This is an optimization exercise on Yosys and OpenROAD, whose aim is small area, not a production implementation.
In this exercise RTL edits were held to simulation tests only and were not proved equivalent to the original.
Power is estimated from default activity; no workload was simulated.

Setup of v23:
// shooter_top
module shooter_top #(
	parameter int TICK_CYCLES = 64,
	parameter int BULLET_SLOTS = 20,
	parameter int ENEMY_SLOTS = 8
) (
	input  logic                   CLK,
	input  logic                   RESET,
	input  logic                   fire,
	input  logic                   rotate_cw,
	input  logic                   rotate_ccw,
	input  logic                   weapon_switch,
	output shooter_pkg::heading_t  heading,
	output logic [1:0] weapon,
	output shooter_pkg::bcd_score_t score_bcd,
	output logic                   kill,
	output logic [1:0]  kill_type,
	output logic                   step_done
);
Size: ~1600 cells after synthesis, roughly 460 flip-flops, roughly 17000 sq um of cells after synthesis.
Settings: LEC_CHECK=0, CAP_MARGIN=20, CORE_MARGIN=2, CORE_UTILIZATION=60, CTS_BUF_LIST=sky130_fd_sc_hd__clkbuf_16, CTS_CLUSTER_DIAMETER=80, CTS_CLUSTER_SIZE=32, SLEW_MARGIN=20; clock period 20.0 ns.
standard.sh (not shown) runs the stock make flow with config.mk's settings and CLKGATE_MAP_FILE= SYNTH_SCRIPT=/design/flow/synth_recipe.tcl, a recipe that flattens the netlist after the stock synthesis.
==> flow/flow/run.sh <==
#!/bin/bash
# The standard layout with two changes: clock tree synthesis adds no dummy
# loads, and the port buffers are the smallest buffer. CTS_ARGS repeats
# config.mk's CTS_* values, which it replaces.
set -euo pipefail
export CTS_ARGS="-sink_clustering_enable -repair_clock_nets -sink_clustering_size 32 -sink_clustering_max_diameter 80 -buf_list sky130_fd_sc_hd__clkbuf_16 -dont_use_dummy_load"
export BUFFER_PORTS_ARGS="-buffer_cell sky130_fd_sc_hd__buf_1"
bash standard.sh > standard_flow.log 2>&1
What v26 does differently from v23 at the input level:
- swapping 60 for 75 in CORE_UTILIZATION
## What came out
v26 reached the final stage; the timing, design-rule and antenna checks on its layout passed.
Looking at the reports, v23 completed the entire flow and the layout it produced met the timing, design-rule and antenna checks.
Taking v23 as the reference, in v26 total half-perimeter wirelength after legalization and detailed placement went up; routing usage on met1 went up; arrival time of the worst setup path went up; area after detailed placement went down.
Per the comparison of v26 with v23, sequential share of layout area increased 0.38 points, cell area went down by 0.74%, net switching component of the power now sits higher.
Edits applied to the flow inputs when going from v26 to v8:
- changing CTS_CLUSTER_DIAMETER from 80 to 50
- changing CTS_CLUSTER_SIZE from 32 to 20
- changing CORE_UTILIZATION from 75 to 60
- changing CTS_BUF_LIST from sky130_fd_sc_hd__clkbuf_16 to sky130_fd_sc_hd__clkbuf_8
==> flow/flow/run.sh <==
#!/bin/bash
# The standard layout with two changes: clock tree synthesis adds no dummy
# loads, and the port buffers are the smallest buffer. CTS_ARGS repeats
# config.mk's CTS_* values, which it replaces.
set -euo pipefail
export CTS_ARGS="-sink_clustering_enable -repair_clock_nets -sink_clustering_size 10 -sink_clustering_max_diameter 40 -buf_list sky130_fd_sc_hd__clkbuf_4 -dont_use_dummy_load"
export BUFFER_PORTS_ARGS="-buffer_cell sky130_fd_sc_hd__buf_1"
bash standard.sh > standard_flow.log 2>&1
Findings:
Comparing v8 and v26, the higher number of clock buffers in the layout was measured on v8. Comparing v8 and v26, sequential cell fraction of total power is higher on v8. Diff v26 -> v8: clock group share of total power saw a decrease; overall power moved down; maximum clock frequency -0.50 MHz; die height moved up. v8 — total routing usage reported by global routing 7.6 points lower, v26 as reference. Comparing total of plain and repair buffers excluding clock buffers for v8 and v26, the smaller number came from v26. The count of inserted antenna diode cells in v8 sits 1 above the value recorded for v26. v8: area growth from synthesis to final layout higher than v26. The final reports for v8 and v26 show portion of the clock cycle consumed by the worst path in the final layout higher in the former.
What v50 does differently from v8 at the input level:
==> flow/flow/run.sh <==
#!/bin/bash
# The standard layout with two changes: clock tree synthesis adds no dummy
# loads, and the port buffers are the smallest buffer. CTS_ARGS repeats
# config.mk's CTS_* values, which it replaces.
set -euo pipefail
export CTS_ARGS="-sink_clustering_enable -repair_clock_nets -sink_clustering_size 20 -sink_clustering_max_diameter 50 -buf_list sky130_fd_sc_hd__clkbuf_8 -dont_use_dummy_load"
export BUFFER_PORTS_ARGS="-buffer_cell sky130_fd_sc_hd__buf_1"
bash standard.sh > standard_flow.log 2>&1
## What came out
v50 against v8: met2 usage in global routing shrank by 0.18 points; initial antenna violation count shrank by 1.
No stage failed in v50, and the final checks on the layout all came back clean.
Delta (v50 minus v8): routed via count dropped 0.64%; routed via count divided by cell count barely changed; global-route total usage across every layer barely changed; buffer depth of the longest clock path barely changed; largest stage delay on the critical path barely changed.
Clock share of power: v50 vs v8 up 2.8 points
What v36 does differently from v50 at the input level:
- a change of CTS_BUF_LIST from sky130_fd_sc_hd__clkbuf_8 to sky130_fd_sc_hd__clkbuf_16
- a change of CTS_CLUSTER_DIAMETER from 50 to 80
- a change of CTS_CLUSTER_SIZE from 20 to 32
==> flow/flow/run.sh <==
#!/bin/bash
# The standard layout with two changes: clock tree synthesis adds no dummy
# loads, and the port buffers are the smallest buffer. CTS_ARGS repeats
# config.mk's CTS_* values, which it replaces.
set -euo pipefail
export CTS_ARGS="-sink_clustering_enable -repair_clock_nets -sink_clustering_size 6 -sink_clustering_max_diameter 30 -buf_list sky130_fd_sc_hd__clkbuf_2 -dont_use_dummy_load"
export BUFFER_PORTS_ARGS="-buffer_cell sky130_fd_sc_hd__buf_1"
bash standard.sh > standard_flow.log 2>&1
## What came out
Going from v50 to v36, clock network fraction of total power moved down, total met2 wirelength after detailed routing moved up.
Taking v50 as the reference, in v36 hold slack -81 ps, area fraction in and, or, nand and nor cells after synthesis level, number of clock buffers in the layout moved up.
v36: cell count 2.9% above v50
Fraction of final layout cells with drive strength greater than 1 is higher on v36
Here is what was changed in the inputs of v40 compared with v36.
- changing CTS_CLUSTER_SIZE from 32 to 20
- changing CTS_BUF_LIST from sky130_fd_sc_hd__clkbuf_16 to sky130_fd_sc_hd__clkbuf_8
- changing CTS_CLUSTER_DIAMETER from 80 to 50
==> flow/flow/run.sh <==
#!/bin/bash
# The standard layout with two changes: clock tree synthesis adds no dummy
# loads, and the port buffers are the smallest buffer. CTS_ARGS repeats
# config.mk's CTS_* values, which it replaces.
set -euo pipefail
export CTS_ARGS="-sink_clustering_enable -repair_clock_nets -sink_clustering_size 32 -sink_clustering_max_diameter 80 -buf_list sky130_fd_sc_hd__clkbuf_16 -dont_use_dummy_load"
export BUFFER_PORTS_ARGS="-buffer_cell sky130_fd_sc_hd__buf_1"
bash standard.sh > standard_flow.log 2>&1
## What came out
Worst hold slack across all endpoints: v40 > v36. Diff v36..v40 | sequential share of the synthesized area | unchanged. Of v36 and v40, v40 shows the higher clock share of power, with v36 below it.

* * *

Setup of wip/xenon:
shooter_top, a different RTL version from the one above (not shown whole).
Size in the first run: roughly 460 flip-flops.
// shooter_top
module shooter_top #(
	parameter int TICK_CYCLES = 64,
	parameter int BULLET_SLOTS = 20,
	parameter int ENEMY_SLOTS = 8
) (
	input  logic                   CLK,
	input  logic                   RESET,
	input  logic                   fire,
	input  logic                   rotate_cw,
	input  logic                   rotate_ccw,
	input  logic                   weapon_switch,
	output shooter_pkg::heading_t  heading,
	output logic [1:0] weapon,
	output shooter_pkg::bcd_score_t score_bcd,
	output logic                   kill,
	output logic [1:0]  kill_type,
	output logic                   step_done
);
export LEC_CHECK = 0
export CAP_MARGIN = 20
export CORE_MARGIN = 2
export CORE_UTILIZATION = 60
export CTS_BUF_LIST = sky130_fd_sc_hd__clkbuf_8
export CTS_CLUSTER_DIAMETER = 50
export CTS_CLUSTER_SIZE = 20
export SLEW_MARGIN = 20
create_clock -name core_clock -period 20.0 [get_ports {CLK}]
==> flow/flow/run.sh <==
#!/bin/bash
# The standard layout, with clock tree synthesis told not to add dummy loads.
# The cluster settings repeat config.mk's CTS_* values, which CTS_ARGS replaces.
set -euo pipefail
export CTS_ARGS="-sink_clustering_enable -repair_clock_nets -sink_clustering_size 20 -sink_clustering_max_diameter 50 -buf_list sky130_fd_sc_hd__clkbuf_8 -dont_use_dummy_load"
bash standard.sh > standard_flow.log 2>&1
What wip/nickel does differently from wip/xenon at the input level:
==> flow/run.sh (new file) <==
#!/bin/bash
# synth_recipe.tcl (not shown) runs the flow's synth.tcl, then flattens the netlist and writes it again
# the make line also repeats each setting of config.mk as NAME=value (left out here)
make -C /OpenROAD-flow-scripts/flow DESIGN_CONFIG=/design/flow/config.mk WORK_HOME=/design/flow/orfs CLKGATE_MAP_FILE= SYNTH_SCRIPT=/design/flow/synth_recipe.tcl finish
removed: flow/flow/run.sh
removed: flow/standard.sh
[summary]
- In wip/nickel relative to wip/xenon, detailed-route via count had gone up slightly.
- wip/xenon -> wip/nickel: remaining design rule violation count delta 0, exact match
- In the tables for wip/xenon and wip/nickel, amount of wire on met2 after detailed routing reads higher with wip/nickel.
- Looking at wip/xenon and wip/nickel, the combined global-route utilization of all metal layers is a wash.
- wip/nickel against wip/xenon: clock skew shrank by 56 ps, average wire length per cell after detail routing lost about 1.2%, delay of the slowest critical-path stage closely matched the old numbers, global-route wire length before repair saw an increase.
- When wip/nickel is measured against wip/xenon, its smallest hold slack turns out 24 ps higher.
- Diff wip/xenon -> wip/nickel: shortest period the worst path allows increased by 52 ps relative to the old numbers, worst setup slack decreased by 52 ps relative to the old numbers.

* * *

shooter_top, a different RTL version from the one above (not shown whole).
Size in the first run: roughly 460 flip-flops, roughly 0.017 mm^2 of cells after synthesis.
clock: 20.0 ns
lec_check: 0
cap_margin: 20
core_margin: 2
core_utilization: 40
slew_margin: 20
run.sh (not shown) runs the stock make flow with config.mk's settings and CLKGATE_MAP_FILE= SYNTH_SCRIPT=/design/flow/synth_recipe.tcl, a recipe that flattens the netlist after the stock synthesis.
Stock flow here: none of the scripts above is used.
The first run produced a clean layout.
Rerun with:
--- a/flow/config.mk
+++ b/flow/config.mk
@@ -10 +10,4 @@
-export CORE_UTILIZATION = 40
+export CORE_UTILIZATION = 60
+export CTS_BUF_LIST = sky130_fd_sc_hd__clkbuf_8
+export CTS_CLUSTER_DIAMETER = 50
+export CTS_CLUSTER_SIZE = 20
Result: The new run finished with timing, DRC and antenna clean. Final cell count shrinks by 7.9%. Routed wire length shrinks by 4.6%. Non-clock buffer count is unchanged. Maximum frequency hardly moves. Total power shrinks by about 20%. Design area shrinks by about 5%. First-iteration DRC count grows by about 37%. Synthesized area does not change. Worst setup slack gets worse by 0.020 ns.

* * *

== try-tundra ==
Another version of the RTL of shooter_top (not shown whole).
Size: ~460 flip-flops, ~36 I/O pins.
clock: 20.0 ns
lec_check: 0
cap_margin: 20
core_margin: 2
core_utilization: 60
cts_buf_list: sky130_fd_sc_hd__clkbuf_4
cts_cluster_diameter: 40
cts_cluster_size: 10
place_density: 0.75
slew_margin: 20
synth_hierarchical: 1
standard.sh (not shown) runs the stock make flow with config.mk's settings and CLKGATE_MAP_FILE= SYNTH_SCRIPT=/design/flow/synth_recipe.tcl, a recipe that flattens the netlist after the stock synthesis.
==> flow/flow/run.sh <==
#!/bin/bash
# The standard layout with two changes: clock tree synthesis adds no dummy
# loads, and the port buffers are the smallest buffer. CTS_ARGS repeats
# config.mk's CTS_* values, which it replaces.
set -euo pipefail
export CTS_ARGS="-sink_clustering_enable -repair_clock_nets -sink_clustering_size 10 -sink_clustering_max_diameter 40 -buf_list sky130_fd_sc_hd__clkbuf_4 -dont_use_dummy_load"
export BUFFER_PORTS_ARGS="-buffer_cell sky130_fd_sc_hd__buf_1"
bash standard.sh > standard_flow.log 2>&1
try-tundra: flow completed, timing, DRC and antenna clean
Modified inputs, try-willow compared to try-tundra
--- a/flow/flow/run.sh
+++ b/flow/flow/run.sh
@@ -7,0 +8 @@
+export RECOVER_POWER=100
--- a/flow/config.mk
+++ b/flow/config.mk
@@ -14 +13,0 @@
-export PLACE_DENSITY = 0.75
## What came out
- Internal cell power of try-willow is on par with try-tundra.
- Relative to try-tundra, try-willow improves static leakage.
- Summary of try-willow over try-tundra: storage element area was more or less identical, cell count was more or less identical.
- Of try-willow and try-tundra, the run reporting the lower number of detailed-route iterations in the first pass was try-tundra.
- Relative to try-tundra, minimum clock period increased by 1.42 ns in try-willow.
- try-willow vs try-tundra — final design instance area without fill dropped slightly
- try-willow ran in full, but the layout does not pass; the checks complain about capacitance limit, slew limit.
- [compare] base=try-tundra new=try-willow: antenna diode count increased 1; path length in cells of the critical path increased about 3%.
Setup changes, try-willow to try-pepper
--- a/flow/flow/run.sh
+++ b/flow/flow/run.sh
@@ -6 +6 @@
-export CTS_ARGS="-sink_clustering_enable -repair_clock_nets -sink_clustering_size 10 -sink_clustering_max_diameter 40 -buf_list sky130_fd_sc_hd__clkbuf_4 -dont_use_dummy_load"
+export CTS_ARGS="-sink_clustering_enable -repair_clock_nets -sink_clustering_size 8 -sink_clustering_max_diameter 35 -buf_list sky130_fd_sc_hd__clkbuf_4 -dont_use_dummy_load"
@@ -8 +7,0 @@
-export RECOVER_POWER=100
==> comparison <==
- try-pepper went all the way through synthesis, placement and routing and the layout is clean on timing, DRC and antenna.
- Design internal power was lower in try-willow than in try-pepper.
- Relative to try-willow, the final cell area reported for try-pepper is higher.
- Per the comparison of try-pepper with try-willow, switching share of power comparable, total via count in the routed design now sits higher.
- Re power after layout: try-pepper and try-willow aren't equal, and the lower value belongs to try-willow.
- From try-willow to try-pepper the numbers moved as follows: number of detailed-route iterations in the first pass saw a decrease, area added between synthesis and finish saw an increase, peak clock frequency supported by timing saw an increase.
Input changes introduced in try-lagoon (baseline for comparison: try-pepper):
--- a/flow/flow/run.sh
+++ b/flow/flow/run.sh
@@ -6 +6 @@
-export CTS_ARGS="-sink_clustering_enable -repair_clock_nets -sink_clustering_size 8 -sink_clustering_max_diameter 35 -buf_list sky130_fd_sc_hd__clkbuf_4 -dont_use_dummy_load"
+export CTS_ARGS="-sink_clustering_enable -repair_clock_nets -sink_clustering_size 10 -sink_clustering_max_diameter 40 -buf_list {sky130_fd_sc_hd__clkbuf_2 sky130_fd_sc_hd__clkbuf_4} -dont_use_dummy_load"
try-lagoon vs try-pepper, fraction of the cycle the final worst path needs went down by 0.18 points.
try-lagoon reports a higher multi-input combinational area share than try-pepper does.
try-lagoon ends up with a worst-margin pin slew that is 0.011 ns higher than in try-pepper.
~same wire length in try-lagoon and try-pepper
Against try-pepper, final critical-path required period in try-lagoon came out better.
Compare try-lagoon and try-pepper | synthesis-to-finish area growth lower: try-lagoon
Design area (lower): try-lagoon
Lower filler cell count in the final layout was reported by try-pepper, not try-lagoon.
Comparing try-lagoon and try-pepper, the lower clock latency on the worst-skew pair was measured on try-pepper.
> inputs changed (try-lagoon -> try-violet)
--- a/flow/flow/run.sh
+++ b/flow/flow/run.sh
@@ -6 +6 @@
-export CTS_ARGS="-sink_clustering_enable -repair_clock_nets -sink_clustering_size 10 -sink_clustering_max_diameter 40 -buf_list {sky130_fd_sc_hd__clkbuf_2 sky130_fd_sc_hd__clkbuf_4} -dont_use_dummy_load"
+export CTS_ARGS="-sink_clustering_enable -repair_clock_nets -sink_clustering_size 14 -sink_clustering_max_diameter 45 -buf_list {sky130_fd_sc_hd__clkbuf_4 sky130_fd_sc_hd__clkbuf_8} -dont_use_dummy_load"
[summary]
Comparing try-violet with try-lagoon, the total global-route track usage came out essentially unchanged.
Re total routed wire length on the met1 layer: try-lagoon was lower than try-violet.
try-lagoon → try-violet: via count of the routed design lower, post-synthesis area per instance barely changed, internal power consumption picked up an extra 7.3%, global-route wire length before repair shows no meaningful change.
Here is what was changed in the inputs of try-maple compared with try-violet.
--- a/flow/flow/run.sh
+++ b/flow/flow/run.sh
@@ -6 +6 @@
-export CTS_ARGS="-sink_clustering_enable -repair_clock_nets -sink_clustering_size 14 -sink_clustering_max_diameter 45 -buf_list {sky130_fd_sc_hd__clkbuf_4 sky130_fd_sc_hd__clkbuf_8} -dont_use_dummy_load"
+export CTS_ARGS="-sink_clustering_enable -repair_clock_nets -sink_clustering_size 10 -sink_clustering_max_diameter 40 -buf_list sky130_fd_sc_hd__clkbuf_4 -dont_use_dummy_load"
- In terms of wire length of the first global-routing pass, try-violet and try-maple differ only marginally.
- On sum of routed wire length over all layers, try-maple tracks try-violet almost exactly.
- Lower fraction of area in multi-input gates goes to try-violet over try-maple.
- Clock-buffer cell count: try-maple vs try-violet up about 23%
- Maximum fanout along the worst path: try-violet vs try-maple identical
- Changes observed in try-maple relative to try-violet: clock power share shows a reduction of 4.2 points, total design power shows a reduction of 6.0%.

afterwards: timing with drivers on the ports:
Ports are ideal in the flow. The routed layouts listed here were re-timed in OpenROAD. Step 1, drivers: a clkbuf_16 drives CLK and a buf_2 each remaining input, both assumed. Step 2 times the ports against the registers' clock, not the clock port: input delays grow and output delays shrink by t, the midpoint of the rising clock arrivals with the driver on. a / b / c = ideal ports / drivers / drivers and shift; a / b = the first two.
| run | shift t [ns] | setup WS [ns] | worst setup path after step 2 |
|---|---|---|---|
| v23 | 0.566 | 4.909 / 4.856 / 5.421 | register to output |
| v26 | 0.573 | 4.843 / 4.791 / 5.363 | register to output |
| v8 | 0.730 | 4.728 / 4.684 / 5.414 | register to output |
| v50 | 0.594 | 4.885 / 4.835 / 5.428 | register to output |
| v36 | 0.887 | 4.492 / 4.446 / 5.333 | register to output |
| v40 | 0.566 | 4.909 / 4.856 / 5.421 | register to output |
| wip/xenon | 0.596 | 4.049 / 4.049 / 4.049 | register to register |
| wip/nickel | 0.630 | 3.997 / 3.997 / 3.997 | register to register |
| the first run of note 3 | 0.614 | 4.525 / 4.525 / 4.525 | register to register |
| the second run of note 3 | 0.603 | 4.505 / 4.505 / 4.505 | register to register |
| try-tundra | 0.734 | 4.815 / 4.771 / 5.353 | register to register |
| try-willow | 0.733 | 3.400 / 3.358 / 3.767 | register to register |
| try-pepper | 0.696 | 4.694 / 4.652 / 5.274 | register to register |
| try-lagoon | 0.732 | 4.730 / 4.689 / 5.309 | register to register |
| try-violet | 0.590 | 4.764 / 4.722 / 5.235 | register to register |
| try-maple | 0.732 | 4.730 / 4.689 / 5.309 | register to register |
